Background: an optimization exercise with open tools, aiming at small area. Do not read the settings as production practice.
Only simulation tests tie the RTL to the original design; equivalence was not proved.
No activity file was given, so power comes from the tool's default toggle rates. No driver is modelled on the clock port, so clocking that relies on it looks cheaper here than on a real chip.

## config.mk

```make
export PLATFORM = sky130hd
export DESIGN_NAME = apb_mem_top
export DESIGN_NICKNAME = apb_mem_top
export VERILOG_FILES = /design/flow/design.v
export SDC_FILE = /design/flow/constraint.sdc
export NUM_CORES = 4
export LEC_CHECK = 0
export CAP_MARGIN = 20
export CORE_MARGIN = 2
export CORE_UTILIZATION = 70
export CTS_CLUSTER_DIAMETER = 80
export CTS_CLUSTER_SIZE = 30
export SLEW_MARGIN = 20
export SYNTH_HIERARCHICAL = 1
export SYNTH_MEMORY_MAX_BITS = 8192
```

## constraint.sdc

```tcl
create_clock -name core_clock -period 10.0 [get_ports {i_PCLK}]
set_input_delay 2.0000 -clock core_clock [delete_from_list [all_inputs] [get_ports {i_PCLK}]]
set_output_delay 2.0000 -clock core_clock [all_outputs]
set_load 0.01 [all_outputs]
```

## design.v

```verilog
`default_nettype none
module apb_slave_mem #(
    parameter int DATA_WIDTH  = 16,
    parameter int ADDR_WIDTH  = 16,
    parameter int DEPTH       = 256,
    parameter int BASE_ADDR   = 0,
    parameter int WAIT_CYCLES = 2
) (
    input  logic                  i_PCLK,
    input  logic                  i_PRESETn,
    input  logic [ADDR_WIDTH-1:0] i_PADDR,
    input  logic                  i_PSEL,
    input  logic                  i_PENABLE,
    input  logic                  i_PWRITE,
    input  logic [DATA_WIDTH-1:0] i_PWDATA,
    output logic                  o_PREADY,
    output logic [DATA_WIDTH-1:0] o_PRDATA,
    output logic                  o_PSLVERR
);
    localparam int c_IDX_W = (DEPTH > 1) ? $clog2(DEPTH) : 1;
    localparam int c_LO_W  = c_IDX_W / 2;
    localparam int c_HI_W  = c_IDX_W - c_LO_W;
    localparam logic [ADDR_WIDTH:0] c_BASE_EXT  = (ADDR_WIDTH+1)'(BASE_ADDR);
    localparam logic [ADDR_WIDTH:0] c_DEPTH_EXT = (ADDR_WIDTH+1)'(DEPTH);
    logic                    w_setup;
    logic [ADDR_WIDTH:0]     w_diff;
    logic                    w_err_new;
    logic [c_IDX_W-1:0]      w_idx_new;
    assign w_setup   = i_PSEL && !i_PENABLE;
    assign w_diff    = {1'b0, i_PADDR} - c_BASE_EXT;
    assign w_err_new = ({1'b0, i_PADDR} < c_BASE_EXT) || (w_diff >= c_DEPTH_EXT);
    assign w_idx_new = w_diff[c_IDX_W-1:0];
    logic r_pready_q, r_pslverr_q, r_rd_q, r_we_q;
    always_ff @(posedge i_PCLK or negedge i_PRESETn) begin
        if (!i_PRESETn) begin
            r_pready_q  <= 1'b0;
            r_pslverr_q <= 1'b0;
            r_rd_q      <= 1'b0;
            r_we_q      <= 1'b0;
        end else begin
            r_pready_q  <= w_setup;
            r_pslverr_q <= w_setup && w_err_new;
            r_rd_q      <= w_setup && !w_err_new && !i_PWRITE;
            r_we_q      <= w_setup && !w_err_new && i_PWRITE;
        end
    end
    logic [c_IDX_W-1:0]    r_idx_q;
    logic [DATA_WIDTH-1:0] r_wdata_q;
    always_ff @(posedge i_PCLK) begin
        r_idx_q   <= w_idx_new;
        r_wdata_q <= i_PWDATA;
    end
    localparam int c_NLO = 1 << c_LO_W;
    localparam int c_NHI = 1 << c_HI_W;
    logic [c_NLO-1:0] w_lo;
    logic [c_NHI-1:0] w_hi;
    apb_mem_predec #(.N(c_LO_W)) u_lo (
        .i_en (r_rd_q || (r_we_q && i_PSEL)),
        .i_idx(r_idx_q[c_LO_W-1:0]),
        .o_sel(w_lo)
    );
    apb_mem_predec #(.N(c_HI_W)) u_hi (
        .i_en (1'b1),
        .i_idx(r_idx_q[c_IDX_W-1:c_LO_W]),
        .o_sel(w_hi)
    );
    logic [DEPTH-1:0][DATA_WIDTH-1:0] r_mem_q, w_mem_d;
    logic [DEPTH-1:0]      w_load, w_sel_n;
    logic [DATA_WIDTH-1:0] w_cdata;
    for (genvar i = 0; i < DEPTH; i++) begin : g_word
        apb_mem_nand2 u_dec (
            .a(w_lo[i % c_NLO]),
            .b(w_hi[i / c_NLO]),
            .y(w_sel_n[i])
        );
        apb_mem_inv u_load (
            .a(w_sel_n[i]),
            .y(w_load[i])
        );
        apb_mem_hold #(.W(DATA_WIDTH)) u_hold (
            .i_q   (r_mem_q[i]),
            .i_keep({DATA_WIDTH{w_sel_n[i]}}),
            .i_d   (w_cdata),
            .i_load({DATA_WIDTH{w_load[i]}}),
            .o_y   (w_mem_d[i])
        );
    end
    always_ff @(posedge i_PCLK) begin
        r_mem_q <= w_mem_d;
    end
    localparam int c_NP = DEPTH / 2;
    localparam int c_NG = c_NP / 16;
    logic [c_NP*DATA_WIDTH-1:0] w_z;
    logic [c_NG*DATA_WIDTH-1:0] w_g;
    logic [DATA_WIDTH-1:0] w_rd;
    for (genvar p = 0; p < c_NP; p++) begin : g_pair
        apb_mem_oai22 #(.W(DATA_WIDTH)) u_oai (
            .i_a0(r_mem_q[2*p]),   .i_s0({DATA_WIDTH{w_sel_n[2*p]}}),
            .i_a1(r_mem_q[2*p+1]), .i_s1({DATA_WIDTH{w_sel_n[2*p+1]}}),
            .o_y (w_z[p*DATA_WIDTH +: DATA_WIDTH])
        );
    end
    for (genvar g = 0; g < c_NG; g++) begin : g_grp
        apb_mem_or16 #(.W(DATA_WIDTH)) u_or (
            .i_z(w_z[16*g*DATA_WIDTH +: 16*DATA_WIDTH]),
            .o_y(w_g[g*DATA_WIDTH +: DATA_WIDTH])
        );
    end
    apb_mem_rdout #(.W(DATA_WIDTH), .N(c_NG)) u_out (
        .i_en({DATA_WIDTH{r_rd_q}}),
        .i_g (w_g),
        .o_q (w_rd)
    );
    assign w_cdata = r_rd_q ? w_rd : r_wdata_q;
    assign o_PREADY  = r_pready_q;
    assign o_PRDATA  = w_rd;
    assign o_PSLVERR = r_pslverr_q;
endmodule
module apb_mem_predec #(
    parameter int N = 4
) (
    input  logic              i_en,
    input  logic [N-1:0]      i_idx,
    output logic [(1<<N)-1:0] o_sel
);
    always_comb begin
        for (int i = 0; i < (1 << N); i++) begin
            o_sel[i] = i_en && (i_idx == N'(i));
        end
    end
endmodule
module apb_mem_nand2 (
    input  logic a,
    input  logic b,
    output logic y
);
    assign y = ~(a & b);
endmodule
module apb_mem_inv (
    input  logic a,
    output logic y
);
    assign y = ~a;
endmodule
module apb_mem_hold #(
    parameter int W = 16
) (
    input  logic [W-1:0] i_q,
    input  logic [W-1:0] i_keep,
    input  logic [W-1:0] i_d,
    input  logic [W-1:0] i_load,
    output logic [W-1:0] o_y
);
    assign o_y = (i_q & i_keep) | (i_d & i_load);
endmodule
module apb_mem_oai22 #(
    parameter int W = 16
) (
    input  logic [W-1:0] i_a0,
    input  logic [W-1:0] i_s0,
    input  logic [W-1:0] i_a1,
    input  logic [W-1:0] i_s1,
    output logic [W-1:0] o_y
);
    assign o_y = ~((i_a0 | i_s0) & (i_a1 | i_s1));
endmodule
module apb_mem_or16 #(
    parameter int W = 16
) (
    input  logic [16*W-1:0] i_z,
    output logic [W-1:0] o_y
);
    always_comb begin
        o_y = '0;
        for (int k = 0; k < 16; k++) begin
            o_y = o_y | i_z[k*W +: W];
        end
    end
endmodule
module apb_mem_rdout #(
    parameter int W = 16,
    parameter int N = 8
) (
    input  logic [W-1:0]   i_en,
    input  logic [N*W-1:0] i_g,
    output logic [W-1:0] o_q
);
    logic [W-1:0] w_or;
    always_comb begin
        w_or = '0;
        for (int k = 0; k < N; k++) begin
            w_or = w_or | i_g[k*W +: W];
        end
    end
    assign o_q = ~w_or & i_en;
endmodule
`default_nettype wire
`default_nettype none
module apb_mem_top (
    input  logic        i_PCLK,
    input  logic        i_PRESETn,
    input  logic [15:0] i_PADDR,
    input  logic        i_PSEL,
    input  logic        i_PENABLE,
    input  logic        i_PWRITE,
    input  logic [15:0] i_PWDATA,
    output logic        o_PREADY,
    output logic [15:0] o_PRDATA,
    output logic        o_PSLVERR
);
    apb_slave_mem #(
        .DATA_WIDTH (16),
        .ADDR_WIDTH (16),
        .DEPTH      (256),
        .BASE_ADDR  (16'h0100),
        .WAIT_CYCLES(2)
    ) u_mem (
        .i_PCLK   (i_PCLK),
        .i_PRESETn(i_PRESETn),
        .i_PADDR  (i_PADDR),
        .i_PSEL   (i_PSEL),
        .i_PENABLE(i_PENABLE),
        .i_PWRITE (i_PWRITE),
        .i_PWDATA (i_PWDATA),
        .o_PREADY (o_PREADY),
        .o_PRDATA (o_PRDATA),
        .o_PSLVERR(o_PSLVERR)
    );
endmodule
`default_nettype wire
```

## run.sh

```bash
#!/bin/bash
# synth_recipe.tcl (not shown) runs the flow's synth.tcl, then flattens the netlist and writes it again
# the make line also repeats each setting of config.mk as NAME=value (left out here)
make -C /OpenROAD-flow-scripts/flow DESIGN_CONFIG=/design/flow/config.mk WORK_HOME=/design/flow/orfs CLKGATE_MAP_FILE= SYNTH_SCRIPT=/design/flow/synth_recipe.tcl finish
```

==> results.toml, run 1 <==
[timing]
clock_skew_ps = 38.1
maxSlewHeadroom_pct = 13.9
finalSetupViolCount = 6
min_period_ps = 10160
period_share_pct = 102
hold_violations = 0
setup_tns_ps = -661
timing.hold.ws_ps = 495
max_freq_ghz = 0.0984
slew_violations = 0
worst_slack_ps = -163
worstMarginPinSlew_ps = 1280
rsz0062_at_grt = "no"

[clock_tree]
cts_buffers = 157
postCtsSetupBuffers = 0
hold_buffers = 0
cts_root_buf = "clkbuf_16"
cts-resized-gates = 0
clock_latency_ps = 880
clk_path_buf_depth = 3
cts_max_level = 4
cts_tree = "yes"
path_clk_slew_ps = 100
clkSinkCount = 4124

[synthesis]
yosys_most_used_dff = "dfxtp_1"
syn_avg_cell_area_sq_um = 11.9
syn_inst = 11600
ys_seq_area_share_pct = 59.8
synth_warnings = 10
synth_area_leaders = "dfxtp_1, a22o_1, o22ai_1"
synth_edf_count = 0
synth_top_cells_by_count = "dfxtp_1, a22o_1, o22ai_1"
synth_seq_cells = 4124
netlist.area_leader.share_pct = 59.7
yosysUniqueCellTypes = 35
synth_top_area_cell = "dfxtp_1"
netlist_area_sq_um = 138000
synth.most_common_cell = "dfxtp_1"
synthArstFlopShare_pct = 0.0970

[floorplanning]
die_x_microns = 448
fp-row-count = 163
coreArea_sq_um = 197000
dieArea_sq_um = 201000
initial_core_util_pct = 70.2
die_y_microns = 448
ioPinCount = 55

[worst_setup_path]
worstPathMaxFanout = 20
crit_path_end_kind = "output pin"
worst_ep_required_time_ps = 8000
critical_path_arrival_ps = 8160
startpoint_type = "input pin"
crit_type = "input pin to output pin"

[detailed_routing]
drc = 0
drt_iter0_drc = 17400
ant_nets = 0
viasPerCell = 7.81
wirelength_mm = 459
firstDrtPassIters = 8
vias = 117000
wl_per_cell_microns = 30.5

[layout]
stdcell_area_sq_um = 152000
final_nets = 12400
area_growth_pct = 9.84
drive_above_1_share_pct = 6.51
final_cells = 15000

[job]
drv_cap = 0

[status]
status = "failed layout checks"
check.faults = "setup timing"

[placed_design]
place_inst = 14800
routabilityCongestion = 0.964
dp_hpwl_mm = 297
pre_cts_slack_ps = 141
postPlaceCellArea_sq_um = 147000
numPortBuffers = 54

[global_route]
grt_pass1_wl_mm = 675
grt_antenna_before_repair = 19
grt_pass1_vias = 107000
grt_usage_pct = 43.3
grt_overflow_total = 0
grt_max_degree = 79

[power_and_ir_drop]
p_per_area_nw_per_um2 = 164
leakage_nw = 63.2
ir_drop_mv = 0.212

[worst_hold_path]
hold_class = "flip-flop to flip-flop"
==> layout make-up <==
| cell class | instances | area (sq um) |
|---|---|---|
| antenna | 12 | 30.0 |
| clock buffer | 172 | 4110 |
| clock inverter | 18 | 205 |
| fill | 12900 | 45100 |
| inverter | 258 | 968 |
| multi-input combinational | 7180 | 55100 |
| sequential | 4124 | 82600 |
| tap | 2640 | 3300 |
| timing repair buffer | 612 | 5440 |
==> power by group <==
part           total (mW)  internal (mW)  switching [mW]
combinational       0.491         0.0809           0.411
sequential           16.4           16.4          0.0105
clock                7.97           3.04            4.94
==> sequential cells by signal, summed over array words and instances (netlist names) <==
signal,flops
u_mem.r_pready_q,1
u_mem.r_pslverr_q,1
u_mem.r_we_q,1
u_mem.r_idx_q,8
u_mem.r_rd_q,1
u_mem.r_mem_q,4096
u_mem.r_wdata_q,16
==> per-stage QoR <==
stage	utilization (%)	power (mW)
after floorplan	-	17.0
after global placement	74.8	17.3
after detailed placement	74.9	17.3
after CTS	77.1	24.8
after global routing	77.1	25.4
final	77.1	24.9
==> Yosys stat by module, one instance, submodules excluded, excerpt <==
module / times used / cells / flip-flops and latches
apb_mem_inv: 256 / 1 / 0
apb_mem_nand2: 256 / 1 / 0
==> worst paths after layout <==
kind,start,endpoint,slack (ps),cells after the start
worst min-delay path,u_mem.r_mem_q[304],u_mem.r_mem_q[304],500,1
min in group asynchronous,i_PRESETn,u_mem.r_pslverr_q,1310,1
worst max register to register,u_mem.r_idx_q[1],u_mem.r_mem_q[941],2690,13
max in group asynchronous,i_PRESETn,u_mem.r_rd_q,8500,1
worst max-delay path,i_PSEL,o_PRDATA[8],-160,17
worst min register to register,u_mem.r_mem_q[304],u_mem.r_mem_q[304],500,1
==> critical path, stage by stage <==
cell	delay, ps
clkdlybuf4s50_1	430
a21o_1	320
nand3b_1	380
nor3_2	170
buf_4	260
buf_4	300
nand2_1	640
buf_4	270
o22ai_1	100
nor4_1	560
buf_4	220
nand4_1	210
nor3_1	1010
buf_4	270
and4b_1	290
buf_4	160
clkdlybuf4s50_1	530
==> layout by cell type, fill, tap and decap left out, types with 18 or more instances in the layout <==
cell type | Yosys | routed
buf_12 | 0 | 56
dfxtp_1 | 4120 | 4120
nor4_2 | 1 | 18
nand4_1 | 129 | 129
nor3_1 | 25 | 18
a22o_1 | 4096 | 4096
nand2_1 | 260 | 260
clkdlybuf4s50_1 | 0 | 53
clkbuf_16 | 0 | 161
buf_4 | 0 | 502
o22ai_1 | 2048 | 2048
inv_1 | 258 | 258
nor4_1 | 529 | 512
==> metal layers <==
layer	GRT usage [%]	vias up	share of wire [%]
met5	0	-	0.016
met4	23.5	12	6.4
met3	9.60	1379	12
met2	63.8	7405	43
met1	59.3	58300	39
li1	-	50200	-
==> logic make-up (layout without fill, tap and decap cells) <==
family,Yosys count,count (layout),share of synthesized area (%)
AO/OA/AOI/OAI,6148,6148,35.3
flip-flops,4124,4124,59.8
AND/OR/NAND/NOR,1009,1009,4.10
buffers and inverters,260,1060,0.707
multiplexers,16,16,0.130
adder cells (fa/ha/maj),2,2,0.0181
other,1,16,0.00271
XOR/XNOR,1,1,0.00634
==> run 2, diff against run 1 <==
==> flow/run.sh (new file) <==
#!/bin/bash
# The standard layout (standard.sh, unchanged synthesis and steps) with two
# settings ORFS reads from the environment:
#  - the port buffers are the smallest buffer cell.
# The whole ORFS run's output goes to standard.log in this folder; ORFS's
# per-step logs stay under orfs/logs/.
set -euo pipefail
export CTS_ARGS="-sink_clustering_enable -repair_clock_nets -dont_use_dummy_load -sink_clustering_size 30 -sink_clustering_max_diameter 80"
export BUFFER_PORTS_ARGS="-buffer_cell sky130_fd_sc_hd__buf_1"
bash standard.sh > standard.log 2>&1
==> standard.sh (new file) <==
#!/bin/bash
# synth_recipe.tcl (not shown) runs the flow's synth.tcl, then flattens the netlist and writes it again
# the make line also repeats each setting of config.mk as NAME=value (left out here)
make -C /OpenROAD-flow-scripts/flow DESIGN_CONFIG=/design/flow/config.mk WORK_HOME=/design/flow/orfs CLKGATE_MAP_FILE= SYNTH_SCRIPT=/design/flow/synth_recipe.tcl "${@:-finish}"
removed: run.sh
==> run 2 against run 1 <==
Effect of this change:
- worst hold slack improved by 0.64 ps
- worst setup slack improved by 490 ps
- largest power group unchanged
- combinational power fell by 4.1%
- die area did not move
- clock skew rose by 7.0 ps
- critical endpoint is now o_PRDATA[0]
- the run now finishes clean
==> results.toml, run 2 <==
[status]
status = "timing/DRC/antenna clean"

[timing]
rsz0062_at_grt = "no"
worstMarginPinSlew_ps = 1310
min_period_ps = 9670
slew_violations = 0
max_freq_ghz = 0.103
finalSetupViolCount = 0
setup_tns_ps = 0
period_share_pct = 96.7
clock_skew_ps = 45.1
worst_slack_ps = 329
maxSlewHeadroom_pct = 11.8
hold_violations = 0

[worst_setup_path]
crit_path_end_kind = "output pin"
worstPathMaxFanout = 18
crit_type = "input pin to output pin"
startpoint_type = "input pin"
critical_path_arrival_ps = 7670
worst_ep_required_time_ps = 8000

[power_and_ir_drop]
p_per_area_nw_per_um2 = 164
leakage_nw = 62.5
ir_drop_mv = 0.217

[placed_design]
numPortBuffers = 54
pre_cts_slack_ps = 644
routabilityCongestion = 0.960
dp_hpwl_mm = 292

[detailed_routing]
vias = 116000
viasPerCell = 7.81
wirelength_mm = 460
drt_iter0_drc = 16900
wl_per_cell_microns = 30.9
drc = 0
firstDrtPassIters = 9
ant_nets = 0

[synthesis]
syn_inst = 11600
synth.most_common_cell = "dfxtp_1"
yosys_most_used_dff = "dfxtp_1"
synthArstFlopShare_pct = 0.0970
netlist.area_leader.share_pct = 59.7
ys_seq_area_share_pct = 59.8
synth_top_area_cell = "dfxtp_1"
synth_warnings = 10
yosysUniqueCellTypes = 35
netlist_area_sq_um = 138000
synth_area_leaders = "dfxtp_1, a22o_1, o22ai_1"
synth_top_cells_by_count = "dfxtp_1, a22o_1, o22ai_1"
syn_avg_cell_area_sq_um = 11.9
synth_edf_count = 0
synth_seq_cells = 4124

[layout]
area_growth_pct = 8.79
final_nets = 12300
top_register = "u_mem.r_mem_q"
largest_reg_flops = 4096
nFillCells = 13200
most-common-layout-cells = "dfxtp_1, a22o_1, o22ai_1"
final_common_cell = "dfxtp_1"
top_regs = "u_mem.r_mem_q: 4096 flops, u_mem.r_wdata_q: 16 flops, u_mem.r_idx_q: 8 flops"
drive_above_1_share_pct = 5.71

[global_route]
grt_overflow_total = 0
grt_usage_pct = 43.5
grt_pass1_vias = 108000
grt_antenna_before_repair = 20
grt_pass1_wl_mm = 675
grt_max_degree = 106

[clock_tree]
cts_buffers = 156
cts_root_buf = "clkbuf_16"
postCtsSetupBuffers = 0
cts-resized-gates = 0
path_clk_slew_ps = 100
cts_max_level = 4
clock_latency_ps = 880
clk_path_buf_depth = 3
cts_tree = "yes"
clkSinkCount = 4124
hold_buffers = 0

[floorplanning]
die_y_microns = 448
initial_core_util_pct = 70.2
ioPinCount = 55
dieArea_sq_um = 201000
fp-row-count = 163
die_x_microns = 448
coreArea_sq_um = 197000

[worst_hold_path]
hold_class = "flip-flop to flip-flop"

[job]
drv_cap = 0
==> run 2: changes by cell type in the layout (fill, tap and decap cells not counted), moves of 7 or more <==
cell and delta:
buf_1 +54, buf_12 -10, buf_4 -74, clkbuf_1 -7
clkdlybuf4s50_1 -53, inv_6 -10
==> run 2: layout make-up <==
class	instances	area (sq um)	area share, %
inverter	258	968	0.644
timing repair buffer	532	4390	2.92
multi-input combinational	7180	55100	36.7
clock buffer	156	3900	2.60
tap	2640	3300	2.20
sequential	4124	82600	54.9
antenna	9	22.5	0.0150
==> run 2: logic make-up (layout without fill, tap and decap cells) <==
family / count (synthesis) / in the layout / share of synthesized area, %
adder cells (fa/ha/maj): 2 / 2 / 0.0181
multiplexers: 16 / 16 / 0.130
AND/OR/NAND/NOR: 1009 / 1009 / 4.10
buffers and inverters: 260 / 946 / 0.707
XOR/XNOR: 1 / 1 / 0.00634
other: 1 / 13 / 0.00271
flip-flops: 4124 / 4124 / 59.8
AO/OA/AOI/OAI: 6148 / 6148 / 35.3
==> run 2: metrics by stage <==
step	hold slack, ps	std cells	cell area, sq um	total power [mW]	util [%]
floorplan	456	11600	138000	17.0	-
global placement	466	14700	146000	17.2	74.3
detailed placement	471	14700	146000	17.3	74.3
CTS	496	14900	150000	24.5	76.3
global route	504	14900	150000	25.1	76.4
finish	496	14900	150000	24.6	76.4
==> run 2: path summary, 6_finish.rpt <==
check                                    start             endpoint  slack [ps]  depth (start not counted)
max                                     i_PSEL          o_PRDATA[0]         330                         14
min                        u_mem.r_mem_q[1636]  u_mem.r_mem_q[1636]         500                          1
max reg2reg                   u_mem.r_idx_q[5]  u_mem.r_mem_q[1614]        2520                         13
min reg2reg                u_mem.r_mem_q[1636]  u_mem.r_mem_q[1636]         500                          1
max in group asynchronous            i_PRESETn         u_mem.r_rd_q        8870                          1
min in group asynchronous            i_PRESETn    u_mem.r_pslverr_q         930                          1
==> run 2: per-module statistics from Yosys (local to each module, per instance), excerpt <==
| module | flops+latches | cells | times used | cell area [sq um] |
|---|---|---|---|---|
| apb_mem_nand2 | 0 | 1 | 256 | 3.75 |
| apb_mem_inv | 0 | 1 | 256 | 3.75 |
==> run 2: metal layers <==
layer	up-vias	global-route usage (%)	share of wire, %
met5	-	0	0.025
met4	18	30.0	7.8
met3	1444	9.35	10
met2	7262	64.2	43
met1	57700	57.2	38
li1	50000	-	-
==> run 2: worst max-delay path, stage by stage <==
cell      delay [ps]
buf_1             90
a21o_1           240
nand3b_1         370
nor2_4           240
buf_4            360
nand2_1          450
buf_4            310
o22ai_1          220
nor4_1           830
nand4_1          630
nor4_2          1090
buf_4            240
and4b_1          350
buf_1            200
==> run 2: report_power, final <==
group / leakage, nW / internal, mW / switching [mW]
sequential: 33.2 / 16.4 / 0.00918
combinational: 27.3 / 0.0647 / 0.406
clock: 1.92 / 2.83 / 4.85
total: 62.5 / 19.3 / 5.27
==> run 3, diff against run 2 <==
--- a/design.v
+++ b/design.v
@@ -53,10 +53,15 @@
     localparam int c_NLO = 1 << c_LO_W;
     localparam int c_NHI = 1 << c_HI_W;
-    logic [c_NLO-1:0] w_lo;
+    logic [c_NLO-1:0] w_wlo, w_rlo;
     logic [c_NHI-1:0] w_hi;
-    apb_mem_predec #(.N(c_LO_W)) u_lo (
-        .i_en (r_rd_q || (r_we_q && i_PSEL)),
+    apb_mem_predec #(.N(c_LO_W)) u_wlo (
+        .i_en (r_we_q && i_PSEL),
         .i_idx(r_idx_q[c_LO_W-1:0]),
-        .o_sel(w_lo)
+        .o_sel(w_wlo)
+    );
+    apb_mem_predec #(.N(c_LO_W)) u_rlo (
+        .i_en (r_rd_q),
+        .i_idx(r_idx_q[c_LO_W-1:0]),
+        .o_sel(w_rlo)
     );
     apb_mem_predec #(.N(c_HI_W)) u_hi (
@@ -66,20 +71,24 @@
     );
     logic [DEPTH-1:0][DATA_WIDTH-1:0] r_mem_q, w_mem_d;
-    logic [DEPTH-1:0]      w_load, w_sel_n;
-    logic [DATA_WIDTH-1:0] w_cdata;
+    logic [DEPTH-1:0]                 w_load, w_keep, w_sel_n;
     for (genvar i = 0; i < DEPTH; i++) begin : g_word
-        apb_mem_nand2 u_dec (
-            .a(w_lo[i % c_NLO]),
+        apb_mem_nand2 u_wdec (
+            .a(w_wlo[i % c_NLO]),
+            .b(w_hi[i / c_NLO]),
+            .y(w_keep[i])
+        );
+        apb_mem_inv u_load (
+            .a(w_keep[i]),
+            .y(w_load[i])
+        );
+        apb_mem_nand2 u_rdec (
+            .a(w_rlo[i % c_NLO]),
             .b(w_hi[i / c_NLO]),
             .y(w_sel_n[i])
         );
-        apb_mem_inv u_load (
-            .a(w_sel_n[i]),
-            .y(w_load[i])
-        );
         apb_mem_hold #(.W(DATA_WIDTH)) u_hold (
             .i_q   (r_mem_q[i]),
-            .i_keep({DATA_WIDTH{w_sel_n[i]}}),
-            .i_d   (w_cdata),
+            .i_keep({DATA_WIDTH{w_keep[i]}}),
+            .i_d   (r_wdata_q),
             .i_load({DATA_WIDTH{w_load[i]}}),
             .o_y   (w_mem_d[i])
@@ -112,5 +121,4 @@
         .o_q (w_rd)
     );
-    assign w_cdata = r_rd_q ? w_rd : r_wdata_q;
     assign o_PREADY  = r_pready_q;
     assign o_PRDATA  = w_rd;
==> run 3 against run 2 <==
Effect of this change:
- area after synthesis is 0.62% higher
- critical path depth is 4 lower
- cell count is 0.34% lower
- non-clock buffer count is 349 lower
- die area is 0.61% higher
- routed wire length is 9.5% higher
- total power is 0.26% higher
- largest cell class unchanged
- largest power group unchanged
==> results.toml, run 3 <==
[floorplanning]
die_y_microns = 450
die_x_microns = 450
initial_core_util_pct = 70.4
fp-row-count = 163
dieArea_sq_um = 202000
ioPinCount = 55
coreArea_sq_um = 197000

[power_and_ir_drop]
clkPwrFrac_pct = 31.4
power.switching_mw = 5.35
internal_power_mw = 19.3
p_seq_share_pct = 66.9
p_per_area_nw_per_um2 = 166
leakage_nw = 60.8
power_frac_comb_pct = 1.7
ir_drop_mv = 0.192
p_total_mw = 24.6
p_sw_share_pct = 21.7

[timing]
worstMarginPinSlew_ps = 1350
rsz0062_at_grt = "no"
max_freq_ghz = 0.113
maxSlewHeadroom_pct = 9.18
min_period_ps = 8830
finalSetupViolCount = 0
hold_violations = 0
slew_violations = 0
period_share_pct = 88.3
clock_skew_ps = 60.5
setup_tns_ps = 0

[layout]
nFillCells = 13400
final_util_pct = 75.0
top_regs = "u_mem.r_mem_q: 4096 flops, u_mem.r_wdata_q: 16 flops, u_mem.r_idx_q: 8 flops"
final_common_cell = "dfxtp_1"
final_cells = 14800
top_register = "u_mem.r_mem_q"
largest_reg_flops = 4096
most-common-layout-cells = "dfxtp_1, a22o_1, o22ai_1"
seq_area_sq_um = 82600
area_growth_pct = 6.58
final_nets = 12200
drive_above_1_share_pct = 3.09
multi_input_area_sq_um = 55900

[worst_setup_path]
worstPathMaxFanout = 16
crit_family = "simple AND/OR/NAND/NOR gates"
crit_type = "flip-flop to output pin"
critPathSlowestCell = "nor4_2"
startpoint_type = "flip-flop"
slowest_delay_ps = 1180
path_buf_inv = 2
crit_path_end_kind = "output pin"
crit_chain = "nand2b_1 -> nor2_4 -> buf_4 -> nand2_1 -> o22ai_1 -> nor4_1 -> nand4_1 -> nor4_2 -> and4b_1 -> buf_1"
worst_ep_required_time_ps = 8000
critical_path_arrival_ps = 6830

[synthesis]
syn_inst = 11800
synth_edf_count = 0
synth.most_common_cell = "dfxtp_1"
ys_seq_area_share_pct = 59.4
synth_top_area_cell = "dfxtp_1"
netlist.area_leader.share_pct = 59.3
syn_avg_cell_area_sq_um = 11.8
synth_warnings = 10
synth_top_cells_by_count = "dfxtp_1, a22o_1, o22ai_1"
yosysUniqueCellTypes = 29
synthArstFlopShare_pct = 0.0970
yosys_most_used_dff = "dfxtp_1"
synth_area_leaders = "dfxtp_1, a22o_1, o22ai_1"
netlist_area_sq_um = 139000
synth_seq_cells = 4124

[clock_tree]
cts_root_buf = "clkbuf_16"
cts-resized-gates = 0
hold_buffers = 0
clock_latency_ps = 880
cts_tree = "yes"
clk_path_buf_depth = 3
cts_max_level = 4
cts_buffers = 157
path_clk_slew_ps = 110
clkSinkCount = 4124
postCtsSetupBuffers = 0

[global_route]
grt_usage_pct = 47.0
grt_antenna_before_repair = 46
grt_max_degree = 153
grt_overflow_total = 0
grt_pass1_vias = 111000
grt_pass1_wl_mm = 731

[placed_design]
routabilityCongestion = 1.00
dp_hpwl_mm = 315
numPortBuffers = 54
place_inst = 14600

[status]
status = "timing/DRC/antenna clean"

[detailed_routing]
wl_per_cell_microns = 33.9
drt_iter0_drc = 20700
ant_nets = 0
wirelength_mm = 503
viasPerCell = 8.21
firstDrtPassIters = 9
vias = 122000
drc = 0

[job]
drv_cap = 0

[worst_hold_path]
hold_class = "flip-flop to flip-flop"
-- run 3: metal layers --
| metal | share of wire, % | GRT usage, % | vias up | wire length (microns) |
|---|---|---|---|---|
| met5 | 0.093 | 0.663 | - | 466 |
| met4 | 7.4 | 28.9 | 40 | 37200 |
| met3 | 14 | 14.1 | 1897 | 69800 |
| met2 | 41 | 66.1 | 9843 | 208000 |
| met1 | 37 | 63.4 | 60000 | 188000 |
| li1 | - | - | 50100 | - |
-- run 3: cell families after synthesis --
group | count (synthesis) | share of synthesized area (%)
buffers and inverters | 258 | 0.697
AOI/OAI and AO/OA | 6145 | 35.0
and+or+nand+nor | 1282 | 4.83
adders and majority gates | 2 | 0.0180
DFF | 4124 | 59.4
other | 1 | 0.00270
xor gates and xnor gates | 2 | 0.0126
-- run 3: path summary, 6_finish.rpt --
path                                  endpoint  slack [ps]  cells past startpoint           startpoint
min in group asynchronous         u_mem.r_we_q         940                      1            i_PRESETn
max reg2reg                u_mem.r_mem_q[3456]        5640                      7         u_mem.r_we_q
max in group asynchronous     u_mem.r_pready_q        8860                      1            i_PRESETn
min reg2reg                u_mem.r_mem_q[2968]         490                      1  u_mem.r_mem_q[2968]
min                        u_mem.r_mem_q[2968]         490                      1  u_mem.r_mem_q[2968]
max                                o_PRDATA[2]        1170                     10     u_mem.r_idx_q[1]
-- run 3: worst register-to-register path, delay by kind of cell, from the launching register on --
family,cells,cell delay (ps)
buffers and inverters,2,1310
AOI/OAI and AO/OA,1,240
and+or+nand+nor,4,2390
DFF,1,350
-- run 3: final cells by class --
type | count | area share, %
clock buffers | 157 | 2.65
diodes | 51 | 0.0861
inverters | 258 | 0.654
multi-input cells | 7435 | 37.7
repair buffers | 183 | 0.865
flip-flops and latches | 4124 | 55.8
well taps | 2640 | 2.23
-- run 3: power by group through the flow --
stage                     registers, mW  logic (mW)  clock network (mW)
after floorplan                    17.0      0.0133                   0
after global placement             16.9       0.373                   0
after detailed placement           16.9       0.384                   0
after CTS                          16.5       0.385                7.65
after global routing               16.5       0.401                8.22
final                              16.5       0.408                7.75
-- run 3: per-module statistics from Yosys (local to each module, per instance), a selection --
module	area, sq um	flip-flops and latches
apb_mem_inv	3.75	0
apb_mem_nand2	3.75	0
-- run 3: through the flow --
stage	worst slack, ps	hold slack, ps	cell area (sq um)
after global routing	1420	502	148000
final	1170	493	148000
after floorplan	4470	456	139000
after CTS	1660	494	148000
after global placement	2480	466	144000
after detailed placement	2620	471	144000
==> run 4, diff against run 3 <==
--- a/config.mk
+++ b/config.mk
@@ -8,5 +8,5 @@
 export CAP_MARGIN = 20
 export CORE_MARGIN = 2
-export CORE_UTILIZATION = 70
+export CORE_UTILIZATION = 80
 export CTS_CLUSTER_DIAMETER = 80
 export CTS_CLUSTER_SIZE = 30
==> run 4 against run 3 <==
Effect of this change:
- global-route usage rose by 7.5 points
- clock power is 0.8% lower
- utilization grew 11 points
- synthesized cell count did not move
- die area shrank 12%
- highest routed layer unchanged
==> results.toml, run 4 <==
[layout]
final_common_cell = "dfxtp_1"
largest_reg_flops = 4096
drive_above_1_share_pct = 3.13
area_growth_pct = 6.28
multi_input_area_sq_um = 55900
seq_area_sq_um = 82600
nFillCells = 8929
most-common-layout-cells = "dfxtp_1, a22o_1, o22ai_1"
final_nets = 12200
top_regs = "u_mem.r_mem_q: 4096 flops, u_mem.r_wdata_q: 16 flops, u_mem.r_idx_q: 8 flops"
top_register = "u_mem.r_mem_q"

[worst_hold_path]
hold_class = "flip-flop to flip-flop"

[timing]
hold_violations = 0
period_share_pct = 95.1
rsz0062_at_grt = "no"
clock_skew_ps = 50.2
worstMarginPinSlew_ps = 1390
min_period_ps = 9510
slew_violations = 0
maxSlewHeadroom_pct = 6.30
setup_tns_ps = 0
max_freq_ghz = 0.105
finalSetupViolCount = 0

[synthesis]
synth_compound_area_share_pct = 35.0
netlist.area_leader.share_pct = 59.3
synthSimpleGateAreaFrac_pct = 4.83
synth_seq_cells = 4124
synth_warnings = 10
synth_mux_area_share_pct = 0
synthArstFlopShare_pct = 0.0970
synthAdderAreaFrac_pct = 0.0180
synth.most_common_cell = "dfxtp_1"
synth_top_family_by_area = "compound AO/OA/AOI/OAI gates"
yosysUniqueCellTypes = 29
synth_edf_count = 0
syn_avg_cell_area_sq_um = 11.8
netlist_area_sq_um = 139000
yosys_most_used_dff = "dfxtp_1"
syn_inst = 11800
synth_top_cells_by_count = "dfxtp_1, a22o_1, o22ai_1"
synth_area_leaders = "dfxtp_1, a22o_1, o22ai_1"
synthXorXnorAreaFrac_pct = 0.0126
ys_seq_area_share_pct = 59.4
synth_top_area_cell = "dfxtp_1"

[global_route]
grt_max_degree = 156
gr-max-usage-layer = "met2"
grtUsageMet1_pct = 67.7
use_met2_pct = 75.4
grt_usage_pct = 54.5
grt_antenna_before_repair = 56
grtUsageMet3_pct = 22.0
grt_pass1_wl_mm = 737
grt_overflow_total = 0
grt_pass1_vias = 115000

[power_and_ir_drop]
clkPwrFrac_pct = 31.3
power.switching_mw = 5.31
p_seq_share_pct = 67.1
p_sw_share_pct = 21.6
power_frac_comb_pct = 1.6
leakage_nw = 60.8
ir_drop_mv = 0.200
p_per_area_nw_per_um2 = 166
p_total_mw = 24.6
internal_power_mw = 19.3

[worst_setup_path]
slowest_delay_ps = 1180
crit_cells = 11
cp-startpoint = "u_mem.r_rd_q"
crit_chain = "nand3b_1 -> nor2_4 -> buf_4 -> nand2_1 -> o22ai_1 -> nor4_1 -> nand4_1 -> nor4_1 -> buf_4 -> and4b_1 -> buf_1"
crit_family = "simple AND/OR/NAND/NOR gates"
reg2reg_depth = 7
path_buf_inv = 3
reg2reg_slack_ps = 5540
r2r_end = "u_mem.r_mem_q[1796]"
crit_type = "flip-flop to output pin"
r2r-start = "u_mem.r_we_q"
worstPathMaxFanout = 20
crit_path_end_kind = "output pin"
startpoint_type = "flip-flop"
critical_path_arrival_ps = 7510
critPathSlowestCell = "nor4_1"
worst_ep_required_time_ps = 8000
crit_end = "o_PRDATA[4]"

[clock_tree]
cts_buffers = 156
cts_tree = "yes"
path_clk_slew_ps = 110
clock_latency_ps = 920
postCtsSetupBuffers = 0
clk_path_buf_depth = 3
hold_buffers = 0
cts_root_buf = "clkbuf_16"
clkSinkCount = 4124
cts_max_level = 4
cts-resized-gates = 0

[detailed_routing]
drc = 0
wl_per_cell_microns = 35.0
vias = 127000
ant_nets = 0
drt_iter0_drc = 26700
firstDrtPassIters = 12
wirelength_mm = 509
viasPerCell = 8.76

[floorplanning]
fp-row-count = 152
die_x_microns = 421
coreArea_sq_um = 172000
ioPinCount = 55
dieArea_sq_um = 177000
initial_core_util_pct = 80.8
die_y_microns = 421

[placed_design]
numPortBuffers = 54
dp_hpwl_mm = 319
routabilityCongestion = 1.09

[job]
drv_cap = 0

[status]
status = "timing/DRC/antenna clean"
run 4: cell counts after synthesis:
Identical to the previous run, type by type.
run 4: modules after synthesis (local to each module, per instance), excerpt:
module,flops+latches,cell area (sq um),times used
apb_mem_nand2,0,3.75,512
apb_mem_inv,0,3.75,256
run 4: cell families after synthesis:
logic type,count (synthesis)
buf+inv,258
compound gates,6145
other cells,1
flops,4124
simple gates,1282
fa+ha+maj,2
xor+xnor,2
run 4: per-layer routing:
layer	vias up	part of all wire, %
met5	-	0.10
met4	56	10
met3	3492	17
met2	13100	40
met1	60400	33
li1	50100	-
run 4: metrics by stage:
| stage | setup WS [ps] | hold slack [ps] | instances | utilization, % | instance area, sq um |
|---|---|---|---|---|---|
| 2_1_floorplan | 4470 | 456 | 11800 | - | 139000 |
| 3_3_place_gp | 2400 | 466 | 14300 | 83.4 | 144000 |
| 3_5_place_dp | 2320 | 471 | 14300 | 83.4 | 144000 |
| 4_1_cts | 1380 | 493 | 14500 | 85.7 | 147000 |
| 5_1_grt | 1100 | 501 | 14500 | 85.8 | 148000 |
| 6_report | 489 | 494 | 14500 | 85.8 | 148000 |
run 4: cell type report:
class | count | share of cell area, %
inverter | 258 | 0.656
tap | 2310 | 1.96
multi-input combinational | 7435 | 37.8
sequential | 4124 | 55.9
clock buffer | 156 | 2.64
antenna | 50 | 0.0847
timing repair buffer | 193 | 0.902
run 4: worst min-delay path by stage:
stage               slack (ps)  cells past startpoint                   to           startpoint
finish                     490                      1  u_mem.r_mem_q[3489]  u_mem.r_mem_q[3489]
global route               500                      1   u_mem.r_mem_q[397]   u_mem.r_mem_q[397]
CTS                        490                      1  u_mem.r_mem_q[3489]  u_mem.r_mem_q[3489]
detailed placement         470                      1   u_mem.r_mem_q[540]   u_mem.r_mem_q[540]
global placement           470                      1  u_mem.r_mem_q[2805]  u_mem.r_mem_q[2805]
floorplan                  460                      1  u_mem.r_mem_q[1008]  u_mem.r_mem_q[1008]
run 4: worst reg2reg max path: cells and delay by family (launching register included):
family | cells | cell delay, ps
AND/OR/NAND/NOR | 4 | 2480
buffers and inverters | 2 | 1310
flip-flops | 1 | 330
AO/OA/AOI/OAI | 1 | 260
run 4: power groups by stage:
| stage | Sequential (mW) | Clock, mW | Combinational (mW) |
|---|---|---|---|
| after detailed placement | 16.9 | 0 | 0.371 |
| after global routing | 16.5 | 8.11 | 0.391 |
| final | 16.5 | 7.69 | 0.405 |
| after CTS | 16.5 | 7.53 | 0.372 |
| after floorplan | 17.0 | 0 | 0.0133 |
| after global placement | 16.9 | 0 | 0.358 |
==> run 5, diff against run 4 <==
--- a/config.mk
+++ b/config.mk
@@ -6,10 +6,10 @@
 export NUM_CORES = 4
 export LEC_CHECK = 0
-export CAP_MARGIN = 20
+export CAP_MARGIN = 5
 export CORE_MARGIN = 2
 export CORE_UTILIZATION = 80
 export CTS_CLUSTER_DIAMETER = 80
 export CTS_CLUSTER_SIZE = 30
-export SLEW_MARGIN = 20
+export SLEW_MARGIN = 5
 export SYNTH_HIERARCHICAL = 1
 export SYNTH_MEMORY_MAX_BITS = 8192
==> run 5 against run 4 <==
Effect of this change:
- the layout now fails its checks (capacitance limit, slew limit)
- sequential cell count is the same
- utilization shrank 0.070 points
- sequential share of layout area about the same
- design area is essentially flat
- count of clock-buffer cells in the layout is the same
- critical path depth down 1
- routed wire length is 0.25% lower
- largest power group unchanged
- worst hold slack better by 1.5 ps
- sequential power is essentially flat
- via count decreased by 0.46%
- area after synthesis unchanged
- clock skew up 10 ps
==> results.toml, run 5 <==
[synthesis]
synthArstFlopShare_pct = 0.0970
yosys_most_used_dff = "dfxtp_1"
netlist.area_leader.share_pct = 59.3
synth_edf_count = 0
synth.most_common_cell = "dfxtp_1"
synth_area_leaders = "dfxtp_1, a22o_1, o22ai_1"
yosysUniqueCellTypes = 29
synth_top_cells_by_count = "dfxtp_1, a22o_1, o22ai_1"
synth_top_area_cell = "dfxtp_1"
syn_inst = 11800
syn_avg_cell_area_sq_um = 11.8
ys_seq_area_share_pct = 59.4
synth_seq_cells = 4124
synth_warnings = 10
netlist_area_sq_um = 139000

[detailed_routing]
firstDrtPassIters = 13
wl_met3_mm = 84.0
drc = 0
drt-met1-wl_mm = 170
viasPerCell = 8.72
highest_layer = "met5"
ant_nets = 0
wl_per_cell_microns = 35.0
vias = 127000
drt_iter0_drc = 25900
wl_met2_mm = 202
wirelength_mm = 508

[global_route]
grt_pass1_wl_mm = 737
grt_antenna_before_repair = 56
grt_pass1_vias = 114000
grt_usage_pct = 54.4
grt_overflow_total = 0
grt_max_degree = 156

[worst_setup_path]
reg2reg_slack_ps = 5580
worstPathMaxFanout = 22
crit_end = "o_PRDATA[8]"
worst_ep_required_time_ps = 8000
r2r-start = "u_mem.r_we_q"
crit_path_end_kind = "output pin"
r2r_end = "u_mem.r_mem_q[527]"
startpoint_type = "flip-flop"
critical_path_arrival_ps = 7710
reg2reg_depth = 7
cp-startpoint = "u_mem.r_rd_q"
crit_type = "flip-flop to output pin"

[floorplanning]
fp-row-count = 152
die_y_microns = 421
ioPinCount = 55
initial_core_util_pct = 80.8
die_x_microns = 421
dieArea_sq_um = 177000
coreArea_sq_um = 172000

[clock_tree]
cts_buffers = 156
cts-resized-gates = 0
clk_path_buf_depth = 3
clock_latency_ps = 910
hold_buffers = 0
clkSinkCount = 4124
cts_tree = "yes"
cts_max_level = 4
postCtsSetupBuffers = 0
path_clk_slew_ps = 120
cts_root_buf = "clkbuf_16"

[power_and_ir_drop]
leakage_nw = 60.8
p_per_area_nw_per_um2 = 167
ir_drop_mv = 0.243

[layout]
largest_reg_flops = 4096
area_growth_pct = 6.19
final_nets = 12200
most-common-layout-cells = "dfxtp_1, a22o_1, o22ai_1"
top_regs = "u_mem.r_mem_q: 4096 flops, u_mem.r_wdata_q: 16 flops, u_mem.r_idx_q: 8 flops"
final_util_pct = 85.8
top_register = "u_mem.r_mem_q"
drive_above_1_share_pct = 3.02
final_common_cell = "dfxtp_1"
stdcell_area_sq_um = 148000

[worst_hold_path]
hold_class = "flip-flop to flip-flop"

[timing]
period_share_pct = 97.1
worstMarginPinSlew_ps = 1590
maxSlewHeadroom_pct = -6.89
rsz0062_at_grt = "no"
slew_violations = 4
hold_violations = 0
max_freq_ghz = 0.103
finalSetupViolCount = 0
clock_skew_ps = 60.2
min_period_ps = 9710
setup_tns_ps = 0

[placed_design]
numPortBuffers = 54
dp_hpwl_mm = 319
routabilityCongestion = 1.09
postPlaceCellArea_sq_um = 144000

[status]
check.faults = "capacitance limit, slew limit"
status = "failed layout checks"

[job]
drv_cap = 3
-- run 5: critical path: stages, from the launching register on --
cell and delay [ps]:
dfrtp_1 890, nand3b_1 600, nor2_4 220, buf_4 280, nand2_1 550, o22ai_1 230
nor4_1 1290, nand4_1 830, nor4_1 1210, and4b_1 470, buf_1 190
-- run 5: worst min path at each step --
stage                   startpoint                   to  slack (ps)  cells after the start
2_1_floorplan  u_mem.r_mem_q[1008]  u_mem.r_mem_q[1008]         460                      1
3_3_place_gp   u_mem.r_mem_q[2805]  u_mem.r_mem_q[2805]         470                      1
3_5_place_dp    u_mem.r_mem_q[411]   u_mem.r_mem_q[411]         470                      1
4_1_cts         u_mem.r_mem_q[464]   u_mem.r_mem_q[464]         490                      1
5_1_grt        u_mem.r_mem_q[2398]  u_mem.r_mem_q[2398]         500                      1
6_report       u_mem.r_mem_q[1182]  u_mem.r_mem_q[1182]         500                      1
-- run 5: layout make-up --
| cell class | count | area (sq um) |
|---|---|---|
| Tap cell | 2310 | 2890 |
| Multi-Input combinational cell | 7435 | 55800 |
| Inverter | 258 | 968 |
| Antenna cell | 45 | 113 |
| Fill cell | 8942 | 24500 |
| Sequential cell | 4124 | 82600 |
| Timing Repair Buffer | 190 | 1310 |
| Clock buffer | 156 | 3900 |
-- run 5: logic make-up (layout without fill, tap and decap cells) --
group	count (synthesis)	after routing	share of synthesized area [%]
compound gates	6145	6145	35.0
xor+xnor	2	2	0.0126
buf+inv	258	604	0.697
simple gates	1282	1282	4.83
flops	4124	4124	59.4
other cells	1	49	0.00270
fa+ha+maj	2	2	0.0180
-- run 5: through the flow --
stage / hold WS (ps) / cells / power (mW) / worst slack, ps
after floorplan: 456 / 11800 / 17.0 / 4470
after global placement: 466 / 14300 / 17.2 / 2400
after detailed placement: 471 / 14300 / 17.2 / 2380
after CTS: 495 / 14500 / 24.4 / 1460
after global routing: 505 / 14500 / 25.0 / 847
final: 496 / 14500 / 24.6 / 287
-- run 5: layer usage --
metal | vias to the layer above | GRT usage, %
met5 | - | 0.0273
met1 | 60100 | 68.3
met3 | 3377 | 21.3
li1 | 50100 | -
met2 | 13000 | 75.5
met4 | 58 | 41.0
-- run 5: per-module statistics from Yosys, one instance, submodules excluded, a selection --
module	flip-flops and latches	cells
apb_mem_inv	0	1
apb_mem_nand2	0	1
-- run 5: report_power, final --
group	switching, mW	leakage, nW	internal (mW)
Sequential	0.0697	33.2	16.4
Clock	4.86	1.92	2.83
Combinational	0.378	25.6	0.0261
Total	5.31	60.8	19.3
==> run 6, diff against run 5 <==
==> run.sh (new file) <==
#!/bin/bash
# synth_recipe.tcl (not shown) runs the flow's synth.tcl, then flattens the netlist and writes it again
# the make line also repeats each setting of config.mk as NAME=value (left out here)
make -C /OpenROAD-flow-scripts/flow DESIGN_CONFIG=/design/flow/config.mk WORK_HOME=/design/flow/orfs CLKGATE_MAP_FILE= SYNTH_SCRIPT=/design/flow/synth_recipe.tcl finish
--- a/config.mk
+++ b/config.mk
@@ -6,10 +6,10 @@
 export NUM_CORES = 4
 export LEC_CHECK = 0
-export CAP_MARGIN = 5
+export CAP_MARGIN = 20
 export CORE_MARGIN = 2
-export CORE_UTILIZATION = 80
+export CORE_UTILIZATION = 70
 export CTS_CLUSTER_DIAMETER = 80
 export CTS_CLUSTER_SIZE = 30
-export SLEW_MARGIN = 5
+export SLEW_MARGIN = 20
 export SYNTH_HIERARCHICAL = 1
 export SYNTH_MEMORY_MAX_BITS = 8192
removed: flow/run.sh
removed: standard.sh
==> run 6 against run 5 <==
Effect of this change:
- now clean on timing, DRC and antenna
- largest cell class unchanged
- utilization fell by 10 points
- area after synthesis is the same
- count of clock-buffer cells in the layout up 21
- clock skew fell by 25 ps
==> results.toml, run 6 <==
[detailed_routing]
firstDrtPassIters = 9
drt_iter0_drc = 22100
vias = 122000
ant_nets = 0
drc = 0
wl_per_cell_microns = 34.2
wirelength_mm = 509
viasPerCell = 8.23

[layout]
stdcell_area_sq_um = 149000
largest_reg_flops = 4096
top_register = "u_mem.r_mem_q"
final_nets = 12200
area_growth_pct = 7.14
most-common-layout-cells = "dfxtp_1, a22o_1, o22ai_1"
drive_above_1_share_pct = 3.34
top_regs = "u_mem.r_mem_q: 4096 flops, u_mem.r_wdata_q: 16 flops, u_mem.r_idx_q: 8 flops"
final_common_cell = "dfxtp_1"

[synthesis]
synth_top_cells_by_count = "dfxtp_1, a22o_1, o22ai_1"
netlist.area_leader.share_pct = 59.3
synth_warnings = 10
yosys_most_used_dff = "dfxtp_1"
syn_avg_cell_area_sq_um = 11.8
synth_area_leaders = "dfxtp_1, a22o_1, o22ai_1"
netlist_area_sq_um = 139000
synth.most_common_cell = "dfxtp_1"
synthArstFlopShare_pct = 0.0970
yosysUniqueCellTypes = 29
syn_inst = 11800
synth_seq_cells = 4124
synth_edf_count = 0
synth_top_area_cell = "dfxtp_1"
ys_seq_area_share_pct = 59.4

[power_and_ir_drop]
ir_drop_mv = 0.205
leakage_nw = 61.2
p_per_area_nw_per_um2 = 167

[timing]
worstMarginPinSlew_ps = 1300
finalSetupViolCount = 0
period_share_pct = 90.6
rsz0062_at_grt = "no"
min_period_ps = 9060
slew_violations = 0
setup_tns_ps = 0
clock_skew_ps = 34.9
hold_violations = 0
maxSlewHeadroom_pct = 12.8
max_freq_ghz = 0.110

[global_route]
grt_pass1_wl_mm = 736
grt_max_degree = 141
grt_overflow_total = 0
grt_antenna_before_repair = 38
grt_usage_pct = 47.3
grt_pass1_vias = 112000

[floorplanning]
coreArea_sq_um = 197000
fp-row-count = 163
die_x_microns = 450
initial_core_util_pct = 70.4
die_y_microns = 450
dieArea_sq_um = 202000
ioPinCount = 55

[clock_tree]
cts-resized-gates = 0
clock_latency_ps = 900
cts_tree = "yes"
hold_buffers = 0
cts_max_level = 4
path_clk_slew_ps = 110
clkSinkCount = 4124
cts_root_buf = "clkbuf_16"
cts_buffers = 157
postCtsSetupBuffers = 0
clk_path_buf_depth = 3

[worst_setup_path]
worstPathMaxFanout = 16
crit_path_end_kind = "output pin"
crit_type = "flip-flop to output pin"
critical_path_arrival_ps = 7060
startpoint_type = "flip-flop"
worst_ep_required_time_ps = 8000

[placed_design]
numPortBuffers = 54
postPlaceCellArea_sq_um = 144000
routabilityCongestion = 1.05
dp_hpwl_mm = 320

[job]
drv_cap = 0

[worst_hold_path]
hold_class = "flip-flop to flip-flop"

[status]
status = "timing/DRC/antenna clean"
==> run 6: cell count changes in the layout (fill, tap and decap cells not counted), moves of 6 or more <==
cell | before | now
clkbuf_1 | 0 | 10
buf_1 | 54 | 0
clkbuf_16 | 156 | 165
inv_6 | 0 | 8
nor4_4 | 0 | 7
clkdlybuf4s50_1 | 0 | 54
diode_2 | 45 | 27
nor4_1 | 524 | 518
==> run 6: per-module statistics from Yosys, one instance, submodules excluded, a selection <==
module / cell area [sq um] / times used
apb_mem_nand2: 3.75 / 512
apb_mem_inv: 3.75 / 256
==> run 6: layout make-up <==
| type | instances | area (sq um) |
|---|---|---|
| sequential | 4124 | 82600 |
| clock inverter | 17 | 166 |
| antenna | 27 | 67.6 |
| timing repair buffer | 197 | 1710 |
| clock buffer | 177 | 4190 |
| tap | 2640 | 3300 |
| inverter | 258 | 968 |
| multi-input combinational | 7435 | 55900 |
| fill | 13300 | 48500 |
==> run 6: power by group <==
part	internal, mW	switching (mW)	total, mW
clock	3.06	4.98	8.04
combinational	0.0369	0.376	0.413
sequential	16.4	0.0698	16.5
total	19.5	5.42	24.9
==> run 6: through the flow <==
step                      worst slack, ps  std cells  utilization (%)  hold slack (ps)  power [mW]
after floorplan                      4470      11800                -              456        17.0
after global placement               2200      14600             73.1              466        17.2
after detailed placement             2230      14600             73.1              471        17.3
after CTS                            1250      14800             75.3              497        24.8
after global routing                 1260      14900             75.4              505        25.4
final                                 942      14900             75.4              494        24.9
==> run 6: critical path, cell delays in order (launching register included) <==
cell and delay, ps:
dfxtp_1 820, nand2b_1 490, nor2_4 70, buf_4 400, nand2_1 600, o22ai_1 300, nor4_1 970, nand4_1 520
nor4_4 920, and4b_1 480, clkdlybuf4s50_1 590
==> run 6: path summary, 6_finish.rpt <==
path                                             to  depth (start not counted)                start  slack [ps]
worst min register to register  u_mem.r_mem_q[2674]                          1  u_mem.r_mem_q[2674]         490
min in group asynchronous              u_mem.r_rd_q                          1            i_PRESETn        1340
worst min-delay path            u_mem.r_mem_q[2674]                          1  u_mem.r_mem_q[2674]         490
worst max register to register  u_mem.r_mem_q[2010]                          6     u_mem.r_idx_q[0]        5780
worst max-delay path                    o_PRDATA[1]                         10     u_mem.r_idx_q[0]         940
max in group asynchronous         u_mem.r_pslverr_q                          1            i_PRESETn        8440
==> run 6: layer usage <==
metal  vias to the layer above  part of all wire [%]  track usage, %
li1                      50200                     -               -
met1                     60000                    37            63.2
met2                     10100                    42            67.6
met3                      2081                    14            14.0
met4                        58                   7.6            29.2
met5                         -                 0.076               0
==> run 6: logic make-up (layout without fill, tap and decap cells) <==
kind of cell / count (synthesis) / count (layout) / synth area share (%)
DFF: 4124 / 4124 / 59.4
and+or+nand+nor: 1282 / 1282 / 4.83
xor gates and xnor gates: 2 / 2 / 0.0126
adders and majority gates: 2 / 2 / 0.0180
buffers and inverters: 258 / 649 / 0.697
AOI/OAI and AO/OA: 6145 / 6145 / 35.0
other: 1 / 31 / 0.00270

## afterwards: timing with drivers on the ports
The results above use ideal ports. As a check the final layouts listed here were re-extracted and re-timed, cells and wires unchanged. Step 1, drivers: a clkbuf_16 drives i_PCLK and a buf_2 each remaining input, both assumed. Step 2 adds t to the input delays and takes it off the output delays; t is the mean of the earliest and latest rising clock arrival at the registers after step 1. Input paths then give back, and output paths get back, about the clock's delay inside the block. Three values: ideal, step 1, step 2; two values: the first two.
| run | t, ns | slack for setup (ns) | hold slack, ns | worst slew at a driven data input, ns |
|---|---|---|---|---|
| run 1 | 0.962 | -0.163 / -0.194 / -0.194 | 0.495 / 0.495 / 0.495 | 0.05 |
| run 2 | 0.953 | 0.329 / 0.302 / 0.302 | 0.496 / 0.496 / 0.496 | 0.12 |
| run 3 | 0.956 | 1.173 / 1.074 / 2.030 | 0.493 / 0.493 / 0.493 | 0.04 |
| run 4 | 0.997 | 0.489 / 0.389 / 1.386 | 0.494 / 0.494 / 0.494 | 0.04 |
| run 5 | 0.984 | 0.287 / 0.187 / 1.172 | 0.496 / 0.496 / 0.496 | 0.04 |
| run 6 | 0.981 | 0.942 / 0.841 / 1.822 | 0.494 / 0.494 / 0.494 | 0.05 |
For run 1, which loses most, drivers alone change the setup slack by -0.031 ns; drivers and shift together by -0.031 ns.
